This design comes from an exercise in tuning for small area, a short achievable clock period and few clock cycles per item on the open sky130 flow, not from production work. The RTL was checked by simulation tests, not by an equivalence proof against the original design. Power figures rest on the tool's default switching activity, not on a simulated workload.

==> flow/design.v <==
package hpid_pkg;
   localparam int ANGLE_FRAC_BITS  = 13;
   localparam int GAIN_FRAC_BITS   = 12;
   localparam int PERIOD_FRAC_BITS = 16;
   localparam int OP_W        = 3;
   localparam int ANGLE_IN_W  = 18;
   localparam int THROTTLE_W  = 15;
   localparam int STEER_W     = 15;
   localparam int HEADING_W   = 16;
   localparam int INTEG_W     = 15;
   localparam int INTEG_SUM_W = 18;
   localparam int DIFF_W      = 17;
   localparam int DERIV_W     = 24;
   localparam int MULT_W      = 16;
   localparam int ACC_W       = 42;
   localparam int GAIN_W     = 16;
   localparam int LIMIT_W    = 14;
   localparam int BAND_W     = 15;
   localparam int PERIOD_W   = 16;
   localparam int RATE_W     = 10;
   localparam int CSR_IDX_W  = 3;
   localparam int CSR_DATA_W = 16;
   localparam logic [OP_W-1:0] OP_YAW      = 3'd0;
   localparam logic [OP_W-1:0] OP_TARGET   = 3'd1;
   localparam logic [OP_W-1:0] OP_ENABLE   = 3'd2;
   localparam logic [OP_W-1:0] OP_TICK     = 3'd3;
   localparam logic [OP_W-1:0] OP_THROTTLE = 3'd4;
   localparam logic [CSR_IDX_W-1:0] CSR_GAIN_P      = 3'd0;
   localparam logic [CSR_IDX_W-1:0] CSR_GAIN_I      = 3'd1;
   localparam logic [CSR_IDX_W-1:0] CSR_GAIN_D      = 3'd2;
   localparam logic [CSR_IDX_W-1:0] CSR_STEER_LIMIT = 3'd3;
   localparam logic [CSR_IDX_W-1:0] CSR_ERROR_BAND  = 3'd4;
   localparam logic [CSR_IDX_W-1:0] CSR_TICK_PERIOD = 3'd5;
   localparam logic [CSR_IDX_W-1:0] CSR_TICK_RATE   = 3'd6;
   localparam longint PI_SCALED_32 = 64'sd13493037705;
   localparam longint PI_Q =
      (PI_SCALED_32 + (64'sd1 <<< (31 - ANGLE_FRAC_BITS))) >>> (32 - ANGLE_FRAC_BITS);
   localparam logic signed [ANGLE_IN_W-1:0] PI_X     = ANGLE_IN_W'(PI_Q);
   localparam logic signed [ANGLE_IN_W-1:0] NEG_PI_X = -PI_X;
   localparam logic signed [ANGLE_IN_W-1:0] TWO_PI_X = ANGLE_IN_W'(2 * PI_Q);
   localparam logic signed [DIFF_W-1:0] TARGET_JUMP_MAX =
      DIFF_W'((1 << ANGLE_FRAC_BITS) / 100);
   localparam logic signed [INTEG_SUM_W-1:0] ONE_X     = INTEG_SUM_W'(1 << ANGLE_FRAC_BITS);
   localparam logic signed [INTEG_SUM_W-1:0] NEG_ONE_X = -ONE_X;
   localparam logic signed [ACC_W-1:0] DERIV_MAX_X = ACC_W'((64'sd1 <<< (DERIV_W - 1)) - 1);
   localparam logic signed [ACC_W-1:0] DERIV_MIN_X = ~DERIV_MAX_X;
   localparam logic signed [ACC_W-1:0] PERIOD_HALF = ACC_W'(1) <<< (PERIOD_FRAC_BITS - 1);
   localparam logic signed [ACC_W-1:0] GAIN_HALF   = ACC_W'(1) <<< (GAIN_FRAC_BITS - 1);
   typedef struct packed {
      logic [GAIN_W-1:0]   gain_p;
      logic [GAIN_W-1:0]   gain_i;
      logic [GAIN_W-1:0]   gain_d;
      logic [LIMIT_W-1:0]  steer_limit;
      logic [BAND_W-1:0]   error_band;
      logic [PERIOD_W-1:0] tick_period;
      logic [RATE_W-1:0]   tick_rate;
   } cfg_type;
   localparam cfg_type CFG_RESET = {
      16'd8192,
      16'd410,
      16'd1229,
      14'd8192,
      15'd410,
      16'd1311,
      10'd50
   };
   typedef struct packed {
      logic                      start;
      logic                      clear;
      logic signed [DERIV_W-1:0] mcand;
      logic [MULT_W-1:0]         mult;
   } smac_cmd_type;
   typedef struct packed {
      logic                         valid;
      logic signed [STEER_W-1:0]    steer;
      logic signed [THROTTLE_W-1:0] throttle;
      logic                         in_band;
   } result_type;
endpackage
import hpid_pkg::*;
module hpid_smac (
   input  logic                     clock,
   input  logic                     reset,
   input  hpid_pkg::smac_cmd_type             cmd,
   output logic                     busy,
   output logic signed [ACC_W-1:0]  acc
);
   logic                    busy_ff, busy_in;
   logic signed [ACC_W-1:0] acc_ff, acc_in;
   logic signed [ACC_W-1:0] mcand_ff, mcand_in;
   logic [MULT_W-1:0]       mult_ff, mult_in;
   always_comb begin
      busy_in  = busy_ff;
      acc_in   = acc_ff;
      mcand_in = mcand_ff;
      mult_in  = mult_ff;
      if (cmd.start) begin
         busy_in  = (cmd.mult != '0);
         mcand_in = ACC_W'($signed(cmd.mcand));
         mult_in  = cmd.mult;
         if (cmd.clear) begin
            acc_in = '0;
         end
      end else if (busy_ff) begin
         if (mult_ff[0]) begin
            acc_in = acc_ff + mcand_ff;
         end
         mcand_in = mcand_ff <<< 1;
         mult_in  = mult_ff >> 1;
         busy_in  = (mult_in != '0);
      end
   end
   always_ff @(posedge clock) begin
      if (reset) begin
         busy_ff <= 1'b0;
      end else begin
         busy_ff <= busy_in;
      end
   end
   always_ff @(posedge clock) begin
      acc_ff   <= acc_in;
      mcand_ff <= mcand_in;
      mult_ff  <= mult_in;
   end
   assign busy = busy_ff;
   assign acc  = acc_ff;
endmodule
import hpid_pkg::*;
module hpid_ctrl (
   input  logic                    clock,
   input  logic                    reset,
   input  hpid_pkg::cfg_type                 cfg,
   input  logic                    req_valid,
   output logic                    req_ready,
   input  logic [OP_W-1:0]         req_op,
   input  logic signed [ANGLE_IN_W-1:0] req_angle_in,
   input  logic signed [THROTTLE_W-1:0] req_throttle_in,
   input  logic                    req_enable_in,
   output hpid_pkg::result_type              res,
   input  logic                    res_take,
   output hpid_pkg::smac_cmd_type            smac_cmd,
   input  logic                    smac_busy,
   input  logic signed [ACC_W-1:0] smac_acc
);
   localparam int S_W = 3;
   localparam logic [S_W-1:0] S_IDLE  = 3'd0;
   localparam logic [S_W-1:0] S_WRAP  = 3'd1;
   localparam logic [S_W-1:0] S_MUL_I = 3'd2;
   localparam logic [S_W-1:0] S_MUL_D = 3'd3;
   localparam logic [S_W-1:0] S_MAC_P = 3'd4;
   localparam logic [S_W-1:0] S_MAC_I = 3'd5;
   localparam logic [S_W-1:0] S_MAC_D = 3'd6;
   localparam logic [S_W-1:0] S_EMIT  = 3'd7;
   localparam logic [1:0] K_YAW    = 2'd0;
   localparam logic [1:0] K_TARGET = 2'd1;
   localparam logic [1:0] K_ERROR  = 2'd2;
   logic [S_W-1:0]               state_ff, state_in;
   logic [1:0]                   kind_ff, kind_in;
   logic signed [ANGLE_IN_W-1:0] x_ff, x_in;
   logic signed [HEADING_W-1:0]  yaw_ff, yaw_in;
   logic                         yaw_seen_ff, yaw_seen_in;
   logic signed [HEADING_W-1:0]  target_ff, target_in;
   logic                         enabled_ff, enabled_in;
   logic signed [HEADING_W-1:0]  prev_ff, prev_in;
   logic signed [INTEG_W-1:0]    integ_ff, integ_in;
   logic signed [THROTTLE_W-1:0] throttle_hold_ff, throttle_hold_in;
   logic signed [HEADING_W-1:0]  err_ff, err_in;
   logic signed [DERIV_W-1:0]    deriv_ff, deriv_in;
   logic signed [STEER_W-1:0]    res_steer_ff, res_steer_in;
   logic signed [THROTTLE_W-1:0] res_throttle_ff, res_throttle_in;
   logic                         res_band_ff, res_band_in;
   logic signed [HEADING_W-1:0]   x_head;
   logic signed [DIFF_W-1:0]      tgt_diff, tgt_mag;
   logic signed [HEADING_W-1:0]   err_mag;
   logic                          err_small;
   logic signed [ACC_W-1:0]       i_rnd;
   logic signed [DIFF_W-1:0]      i_step;
   logic signed [INTEG_SUM_W-1:0] i_sum;
   logic signed [INTEG_W-1:0]     integ_new;
   logic signed [DIFF_W-1:0]      err_diff;
   logic signed [DERIV_W-1:0]     deriv_sat;
   logic signed [ACC_W-1:0]       pid_rnd;
   logic signed [STEER_W-1:0]     steer_lim;
   logic signed [ACC_W-1:0]       lim_x;
   logic signed [STEER_W-1:0]     steer_sat;
   always_comb begin
      x_head    = x_ff[HEADING_W-1:0];
      tgt_diff  = DIFF_W'(x_head) - DIFF_W'(target_ff);
      tgt_mag   = (tgt_diff < 0) ? -tgt_diff : tgt_diff;
      err_mag   = (x_head < 0) ? -x_head : x_head;
      err_small = ($unsigned(err_mag) < HEADING_W'(cfg.error_band));
      i_rnd  = (smac_acc + PERIOD_HALF) >>> PERIOD_FRAC_BITS;
      i_step = i_rnd[DIFF_W-1:0];
      i_sum  = INTEG_SUM_W'(integ_ff) + INTEG_SUM_W'(i_step);
      if (i_sum > ONE_X) begin
         integ_new = ONE_X[INTEG_W-1:0];
      end else if (i_sum < NEG_ONE_X) begin
         integ_new = NEG_ONE_X[INTEG_W-1:0];
      end else begin
         integ_new = i_sum[INTEG_W-1:0];
      end
      err_diff = DIFF_W'(err_ff) - DIFF_W'(prev_ff);
      if (smac_acc > DERIV_MAX_X) begin
         deriv_sat = DERIV_MAX_X[DERIV_W-1:0];
      end else if (smac_acc < DERIV_MIN_X) begin
         deriv_sat = DERIV_MIN_X[DERIV_W-1:0];
      end else begin
         deriv_sat = smac_acc[DERIV_W-1:0];
      end
      pid_rnd   = (smac_acc + GAIN_HALF) >>> GAIN_FRAC_BITS;
      steer_lim = $signed({1'b0, cfg.steer_limit});
      lim_x     = ACC_W'(steer_lim);
      if (pid_rnd > lim_x) begin
         steer_sat = steer_lim;
      end else if (pid_rnd < -lim_x) begin
         steer_sat = -steer_lim;
      end else begin
         steer_sat = pid_rnd[STEER_W-1:0];
      end
   end
   always_comb begin
      state_in         = state_ff;
      kind_in          = kind_ff;
      x_in             = x_ff;
      yaw_in           = yaw_ff;
      yaw_seen_in      = yaw_seen_ff;
      target_in        = target_ff;
      enabled_in       = enabled_ff;
      prev_in          = prev_ff;
      integ_in         = integ_ff;
      throttle_hold_in = throttle_hold_ff;
      err_in           = err_ff;
      deriv_in         = deriv_ff;
      res_steer_in     = res_steer_ff;
      res_throttle_in  = res_throttle_ff;
      res_band_in      = res_band_ff;
      smac_cmd         = '0;
      unique case (state_ff)
         S_IDLE: begin
            if (req_valid) begin
               unique case (req_op)
                  OP_YAW: begin
                     x_in     = req_angle_in;
                     kind_in  = K_YAW;
                     state_in = S_WRAP;
                  end
                  OP_TARGET: begin
                     x_in     = req_angle_in;
                     kind_in  = K_TARGET;
                     state_in = S_WRAP;
                  end
                  OP_ENABLE: begin
                     enabled_in = req_enable_in;
                     if (req_enable_in && !enabled_ff) begin
                        prev_in  = '0;
                        integ_in = '0;
                     end else if (!req_enable_in && enabled_ff) begin
                        throttle_hold_in = '0;
                        res_steer_in     = '0;
                        res_throttle_in  = '0;
                        res_band_in      = 1'b0;
                        state_in         = S_EMIT;
                     end
                  end
                  OP_TICK: begin
                     if (enabled_ff && yaw_seen_ff) begin
                        x_in     = ANGLE_IN_W'(target_ff) - ANGLE_IN_W'(yaw_ff);
                        kind_in  = K_ERROR;
                        state_in = S_WRAP;
                     end
                  end
                  OP_THROTTLE: begin
                     throttle_hold_in = req_throttle_in;
                  end
                  default: begin
                  end
               endcase
            end
         end
         S_WRAP: begin
            if (x_ff > PI_X) begin
               x_in = x_ff - TWO_PI_X;
            end else if (x_ff < NEG_PI_X) begin
               x_in = x_ff + TWO_PI_X;
            end else begin
               unique case (kind_ff)
                  K_YAW: begin
                     yaw_in      = x_head;
                     yaw_seen_in = 1'b1;
                     state_in    = S_IDLE;
                  end
                  K_TARGET: begin
                     if (tgt_mag > TARGET_JUMP_MAX) begin
                        prev_in  = '0;
                        integ_in = '0;
                     end
                     target_in = x_head;
                     state_in  = S_IDLE;
                  end
                  K_ERROR: begin
                     err_in = x_head;
                     if (err_small) begin
                        integ_in        = '0;
                        prev_in         = x_head;
                        res_steer_in    = '0;
                        res_throttle_in = throttle_hold_ff;
                        res_band_in     = 1'b1;
                        state_in        = S_EMIT;
                     end else begin
                        smac_cmd.start = 1'b1;
                        smac_cmd.clear = 1'b1;
                        smac_cmd.mcand = DERIV_W'(x_head);
                        smac_cmd.mult  = cfg.tick_period;
                        state_in       = S_MUL_I;
                     end
                  end
                  default: begin
                     state_in = S_IDLE;
                  end
               endcase
            end
         end
         S_MUL_I: begin
            if (!smac_busy) begin
               integ_in       = integ_new;
               smac_cmd.start = 1'b1;
               smac_cmd.clear = 1'b1;
               smac_cmd.mcand = DERIV_W'(err_diff);
               smac_cmd.mult  = MULT_W'(cfg.tick_rate);
               state_in       = S_MUL_D;
            end
         end
         S_MUL_D: begin
            if (!smac_busy) begin
               deriv_in       = deriv_sat;
               smac_cmd.start = 1'b1;
               smac_cmd.clear = 1'b1;
               smac_cmd.mcand = DERIV_W'(err_ff);
               smac_cmd.mult  = cfg.gain_p;
               state_in       = S_MAC_P;
            end
         end
         S_MAC_P: begin
            if (!smac_busy) begin
               smac_cmd.start = 1'b1;
               smac_cmd.mcand = DERIV_W'(integ_ff);
               smac_cmd.mult  = cfg.gain_i;
               state_in       = S_MAC_I;
            end
         end
         S_MAC_I: begin
            if (!smac_busy) begin
               smac_cmd.start = 1'b1;
               smac_cmd.mcand = deriv_ff;
               smac_cmd.mult  = cfg.gain_d;
               state_in       = S_MAC_D;
            end
         end
         S_MAC_D: begin
            if (!smac_busy) begin
               res_steer_in    = steer_sat;
               res_throttle_in = throttle_hold_ff;
               res_band_in     = 1'b0;
               prev_in         = err_ff;
               state_in        = S_EMIT;
            end
         end
         S_EMIT: begin
            if (res_take) begin
               state_in = S_IDLE;
            end
         end
         default: begin
            state_in = S_IDLE;
         end
      endcase
   end
   always_ff @(posedge clock) begin
      if (reset) begin
         state_ff         <= S_IDLE;
         yaw_ff           <= '0;
         yaw_seen_ff      <= 1'b0;
         target_ff        <= '0;
         enabled_ff       <= 1'b0;
         prev_ff          <= '0;
         integ_ff         <= '0;
         throttle_hold_ff <= '0;
      end else begin
         state_ff         <= state_in;
         yaw_ff           <= yaw_in;
         yaw_seen_ff      <= yaw_seen_in;
         target_ff        <= target_in;
         enabled_ff       <= enabled_in;
         prev_ff          <= prev_in;
         integ_ff         <= integ_in;
         throttle_hold_ff <= throttle_hold_in;
      end
   end
   always_ff @(posedge clock) begin
      kind_ff         <= kind_in;
      x_ff            <= x_in;
      err_ff          <= err_in;
      deriv_ff        <= deriv_in;
      res_steer_ff    <= res_steer_in;
      res_throttle_ff <= res_throttle_in;
      res_band_ff     <= res_band_in;
   end
   assign req_ready = (state_ff == S_IDLE);
   assign res.valid    = (state_ff == S_EMIT);
   assign res.steer    = res_steer_ff;
   assign res.throttle = res_throttle_ff;
   assign res.in_band  = res_band_ff;
endmodule
import hpid_pkg::*;
module heading_pid_steer_controller (
   input  logic                  clock,
   input  logic                  reset,
   input  logic                  req_valid,
   output logic                  req_ready,
   input  logic [OP_W-1:0]       req_op,
   input  logic [ANGLE_IN_W-1:0] req_angle_in,
   input  logic [THROTTLE_W-1:0] req_throttle_in,
   input  logic                  req_enable_in,
   output logic                  rsp_valid,
   input  logic                  rsp_ready,
   output logic [STEER_W-1:0]    rsp_steer_out,
   output logic [THROTTLE_W-1:0] rsp_throttle_out,
   output logic                  rsp_in_band,
   input  logic                  csr_wr_en,
   input  logic [CSR_IDX_W-1:0]  csr_index,
   input  logic [CSR_DATA_W-1:0] csr_wr_data
);
   hpid_pkg::cfg_type cfg_ff, cfg_in;
   always_comb begin
      cfg_in = cfg_ff;
      if (csr_wr_en) begin
         unique case (csr_index)
            CSR_GAIN_P:      cfg_in.gain_p      = csr_wr_data[GAIN_W-1:0];
            CSR_GAIN_I:      cfg_in.gain_i      = csr_wr_data[GAIN_W-1:0];
            CSR_GAIN_D:      cfg_in.gain_d      = csr_wr_data[GAIN_W-1:0];
            CSR_STEER_LIMIT: cfg_in.steer_limit = csr_wr_data[LIMIT_W-1:0];
            CSR_ERROR_BAND:  cfg_in.error_band  = csr_wr_data[BAND_W-1:0];
            CSR_TICK_PERIOD: cfg_in.tick_period = csr_wr_data[PERIOD_W-1:0];
            CSR_TICK_RATE:   cfg_in.tick_rate   = csr_wr_data[RATE_W-1:0];
            default: begin
            end
         endcase
      end
   end
   always_ff @(posedge clock) begin
      if (reset) begin
         cfg_ff <= CFG_RESET;
      end else begin
         cfg_ff <= cfg_in;
      end
   end
   hpid_pkg::result_type              res;
   logic                    res_take;
   hpid_pkg::smac_cmd_type            smac_cmd;
   logic                    smac_busy;
   logic signed [ACC_W-1:0] smac_acc;
   hpid_ctrl u_ctrl (
      .clock     (clock),
      .reset     (reset),
      .cfg       (cfg_ff),
      .req_valid       (req_valid),
      .req_ready       (req_ready),
      .req_op          (req_op),
      .req_angle_in    (req_angle_in),
      .req_throttle_in (req_throttle_in),
      .req_enable_in   (req_enable_in),
      .res       (res),
      .res_take  (res_take),
      .smac_cmd  (smac_cmd),
      .smac_busy (smac_busy),
      .smac_acc  (smac_acc)
   );
   hpid_smac u_smac (
      .clock (clock),
      .reset (reset),
      .cmd   (smac_cmd),
      .busy  (smac_busy),
      .acc   (smac_acc)
   );
   logic                         rsp_valid_ff, rsp_valid_in;
   logic signed [STEER_W-1:0]    rsp_steer_ff;
   logic signed [THROTTLE_W-1:0] rsp_throttle_ff;
   logic                         rsp_band_ff;
   assign res_take = res.valid && (!rsp_valid_ff || rsp_ready);
   always_comb begin
      rsp_valid_in = rsp_valid_ff;
      if (res_take) begin
         rsp_valid_in = 1'b1;
      end else if (rsp_ready) begin
         rsp_valid_in = 1'b0;
      end
   end
   always_ff @(posedge clock) begin
      if (reset) begin
         rsp_valid_ff <= 1'b0;
      end else begin
         rsp_valid_ff <= rsp_valid_in;
      end
   end
   always_ff @(posedge clock) begin
      if (res_take) begin
         rsp_steer_ff    <= res.steer;
         rsp_throttle_ff <= res.throttle;
         rsp_band_ff     <= res.in_band;
      end
   end
   assign rsp_valid        = rsp_valid_ff;
   assign rsp_steer_out    = rsp_steer_ff;
   assign rsp_throttle_out = rsp_throttle_ff;
   assign rsp_in_band      = rsp_band_ff;
endmodule
==> flow/run.sh <==
#!/bin/bash
# synth_recipe.tcl (not shown) runs the flow's synth.tcl, then flattens the netlist and writes it again
# the make line also repeats each setting of config.mk as NAME=value (left out here)
make -C /OpenROAD-flow-scripts/flow DESIGN_CONFIG=/design/flow/config.mk WORK_HOME=/design/flow/orfs CLKGATE_MAP_FILE= SYNTH_SCRIPT=/design/flow/synth_recipe.tcl finish
==> flow/config.mk <==
export PLATFORM = sky130hd
export DESIGN_NAME = heading_pid_steer_controller
export DESIGN_NICKNAME = heading_pid_steer_controller
export VERILOG_FILES = /design/flow/design.v
export SDC_FILE = /design/flow/constraint.sdc
export NUM_CORES = 4
export LEC_CHECK = 0
export CAP_MARGIN = 20
export CORE_MARGIN = 2
export CORE_UTILIZATION = 40
export SLEW_MARGIN = 20
==> flow/constraint.sdc <==
create_clock -name core_clock -period 6.0 [get_ports {clock}]
set_input_delay 1.2000 -clock core_clock [delete_from_list [all_inputs] [get_ports {clock}]]
set_output_delay 1.2000 -clock core_clock [all_outputs]
set_load 0.01 [all_outputs]
==> run_results.csv <==
group,metric,value,unit
status,run_status,"timing/DRC/antenna clean",
min_path,hp-class,"reg -> reg",
critical_path,timing.critical_path.buf_inv,3,
power,power-per-cell-area,503,nW/um2
cts,clock_sinks,410,
logic_synthesis,yosys_register_bits,410,
global_route,grt_start_max_net_pins,112,
timing,finalSetupViolCount,0,
logic_synthesis,synth-edff-count,222,
power,power.total,15.1,mW
global_route,grt_pass1_vias,21700,
critical_path,worstPathCellList,"inv_1 -> ha_1 -> inv_1 -> nor3_1 -> nand3_1 -> nor3_1 -> nand2_1 -> nor3_1 -> xnor2_1 -> ha_1 -> a21o_1 -> a21oi_1 -> nor2b_1 -> o21ai_0 -> a21oi_1 -> or3_1 -> a211oi_1 -> o21ai_2 -> buf_4 -> o41a_1 -> o22ai_1",
floorplanning,chipWidth,262,um
cts,cts_root_buffer,"sky130_fd_sc_hd__clkbuf_16",
cts,cts_setup_buffers,0,
cts,h-tree-depth,2,
final_layout,final_common_cell,"sky130_fd_sc_hd__nand2_1",
route,via_per_inst,5.71,
critical_path,crit_path_max_incr_delay,480,ps
route,postRouteAntennaNets,0,
final_layout,flow.area_growth_from_synthesis,13.3,%
timing,timing_worst_slew_pin_value,1090,ps
route,remaining_drc_errors,0,
power,p_leak,11.5,nW
final_layout,fill_cells,6346,
critical_path,element_type_at_the_critical_path_end,"flop",
logic_synthesis,asyncSetResetFlopFracSynth,0,%
cts,holdBufCountCts,0,
critical_path,critical_path.slowest_cell,"sky130_fd_sc_hd__nor3_1",
floorplanning,die_area,68500,um2
logic_synthesis,ys.warnings.count,3,
timing,fin_setup_tns,0,ps
logic_synthesis,syn-cell-area,26600,um2
placement,post-dp-hpwl,56500,um
cts,tritoncts.num_buffers,50,
power,vdd_ir_drop_max,0.220,mV
floorplanning,core_area,65700,um2
global_route,global_route_wire_length_before_repair,120000,um
cts,post_cts_resized,0,
timing,min_period,5150,ps
placement,buffer_ports.inserted,93,
final_layout,nNetsFinal,3273,
route,drt_iter0_markers,1810,
timing,skew,58.4,ps
critical_path,start_kind,"flop",
critical_path,crit_family,"simple AND/OR/NAND/NOR gates",
cts,cts_tree,"built",
logic_synthesis,syn_avg_cell_area,8.92,um2
critical_path,crit_required,6440,ps
critical_path,critical_path_data_arrival_time,5590,ps
timing,final_min_period_over_clock_period,85.8,%
logic_synthesis,ys.flop_type,"sky130_fd_sc_hd__edfxtp_1",
cts,clk_pin_slew_worst_paths,60,ps
placement,place.detailed.instances,3824,
global_route,antenna_found_initial,1,
final_layout,final_cell_mix,"sky130_fd_sc_hd__nand2_1 (411), sky130_fd_sc_hd__nor2_1 (284), sky130_fd_sc_hd__a21oi_1 (223)",
global_route,grtUsageTotal,22.1,%
timing,max_freq,0.194,GHz
critical_path,worst-path-max-fanout,28,
timing,finalWorstSetupSlack,852,ps
route,firstDrtPassIters,6,
cts,clock_latency,620,ps
critical_path,crit_top_cell,"sky130_fd_sc_hd__nor3_1",
route,route.vias.total,22400,
floorplanning,chipHeight,262,um
route,totalWireLength,76800,um
logic_synthesis,synth_seq_area_share,39.2,%
logic_synthesis,synthesis.nets,3241,
final_layout,final_cells,3920,
floorplanning,row_count,94,
timing,rsz0062_at_grt,"false",
floorplanning,start_util,40.4,%
placement,place_ws,929,ps
timing,slew_violations,0,
cts,ctsLongestPathBuffers,3,
timing,relSlewSlack,25.2,%
route,drt-wirelength-per-cell,19.6,um
floorplanning,top_level_ports,94,
final_layout,fraction_of_layout_instances_using_a_drive_strength_above_1,6.42,%
critical_path,setup_crit_path_kind,"reg -> reg",
placement,gpl.final_weighted_congestion,0.929,
flow_run,max_cap_viol_count,0,
logic_synthesis,synth.lib_cells_used.distinct,92,
timing,finalHoldViolations,0,
global_route,globalRouteOverflowTotal,0,
logic_synthesis,post_synth_inst_count,2981,
-- layer usage --
layer | GRT usage [%] | vias to the layer above | share of wire, %
li1 | - | 10800 | -
met3 | 2.94 | 141 | 4.7
met4 | 7.53 | 0 | 3.2
met1 | 27.9 | 10800 | 43
met2 | 38.6 | 621 | 49
met5 | 0 | - | 0
-- sequential cells by signal, summed over array words and instances (netlist names), 18 cells and up --
signal	cells
u_ctrl.deriv_ff	24
cfg_ff	103
u_smac.acc_ff	42
u_ctrl.x_ff	18
u_smac.mcand_ff	42
-- cell families after synthesis --
group           share of synthesized area, %
compound gates                          18.1
xor+xnor                                5.28
fa+ha+maj                               9.54
buf+inv                                 4.34
flops                                   39.2
mux                                     4.77
simple gates                            18.7
-- through the flow --
stage	cell area (um2)	hold WS, ps	util, %
floorplan	26600	400	-
global placement	28300	402	43.1
detailed placement	28300	405	43.1
CTS	30100	419	45.8
global route	30100	422	45.8
finish	30100	418	45.8
-- worst paths after layout --
kind | startpoint | to | slack [ps] | depth (start not counted)
worst min register to register | u_ctrl.res_throttle_ff[12] | rsp_throttle_ff[12] | 420 | 0
worst min-delay path | u_ctrl.res_throttle_ff[12] | rsp_throttle_ff[12] | 420 | 0
worst max-delay path | cfg_ff[42] | u_ctrl.res_steer_ff[4] | 850 | 21
worst max register to register | cfg_ff[42] | u_ctrl.res_steer_ff[4] | 850 | 21
-- synth_stat cells, types with 39 or more instances --
cell / number / share of area, %
sky130_fd_sc_hd__mux2i_1: 90 / 3.4
sky130_fd_sc_hd__xor2_1: 58 / 1.9
sky130_fd_sc_hd__a22oi_1: 40 / 1.1
sky130_fd_sc_hd__nand2b_1: 42 / 0.99
sky130_fd_sc_hd__a21oi_1: 223 / 4.2
sky130_fd_sc_hd__nor2_1: 290 / 4.1
sky130_fd_sc_hd__inv_1: 144 / 2.0
sky130_fd_sc_hd__o21ai_0: 94 / 1.8
sky130_fd_sc_hd__nand3_1: 48 / 0.90
sky130_fd_sc_hd__xnor2_1: 94 / 3.1
sky130_fd_sc_hd__a21o_1: 79 / 2.2
sky130_fd_sc_hd__ha_1: 193 / 9.1
sky130_fd_sc_hd__nor2b_1: 39 / 0.92
sky130_fd_sc_hd__clkbuf_1: 127 / 1.8
sky130_fd_sc_hd__dfxtp_1: 188 / 14
sky130_fd_sc_hd__nand2_1: 411 / 5.8
sky130_fd_sc_hd__edfxtp_1: 222 / 25
sky130_fd_sc_hd__nor3_1: 57 / 1.1
-- final cells by class --
cell class	count	area [um2]	area share, %
Inverter	144	541	1.79
Sequential cell	410	10400	34.6
Clock inverter	25	282	0.935
Clock buffer	69	1470	4.88
Antenna cell	1	2.50	0.00831
Tap cell	864	1080	3.59
Timing Repair Buffer	130	1240	4.12
Multi-Input combinational cell	2277	15100	50.0
-- power breakdown --
part           leakage [nW]  internal, mW  switching [mW]  total (mW)
registers              3.62          3.85           0.631        4.48
logic                  7.03          3.01            4.49        7.50
clock network         0.851          1.87            1.30        3.17
total                  11.5          8.72            6.42        15.1
Testbench counts, summed over its fixed seeds: cycles 81,048, items 1,961.

[afterwards: timing with drivers on the ports]
Ports are ideal in the flow. The routed layout listed here was re-timed in OpenROAD. Step 1 (the two cells are an assumption about what drives the block):
set clk [get_ports {clock}]
set_driving_cell -lib_cell sky130_fd_sc_hd__clkbuf_16 $clk
set_driving_cell -lib_cell sky130_fd_sc_hd__buf_2 [delete_from_list [all_inputs] $clk]
Step 2 adds t to the input delays and takes it off the output delays; t is the mean of the earliest and latest rising clock arrival at the registers after step 1. Input paths then give back, and output paths get back, about the clock's delay inside the block. a / b / c = ideal / step 1 / step 2; a / b = the first two.
t, ns: 0.655
slack for setup (ns): 0.852 / 0.852 / 0.852
hold WS [ns]: 0.418 / 0.418 / 0.418
worst setup path after step 2: register to register
After both steps setup and hold are still met in this run. The setup slack of this run moves by 0.000 ns with the drivers and by 0.000 ns with both steps.
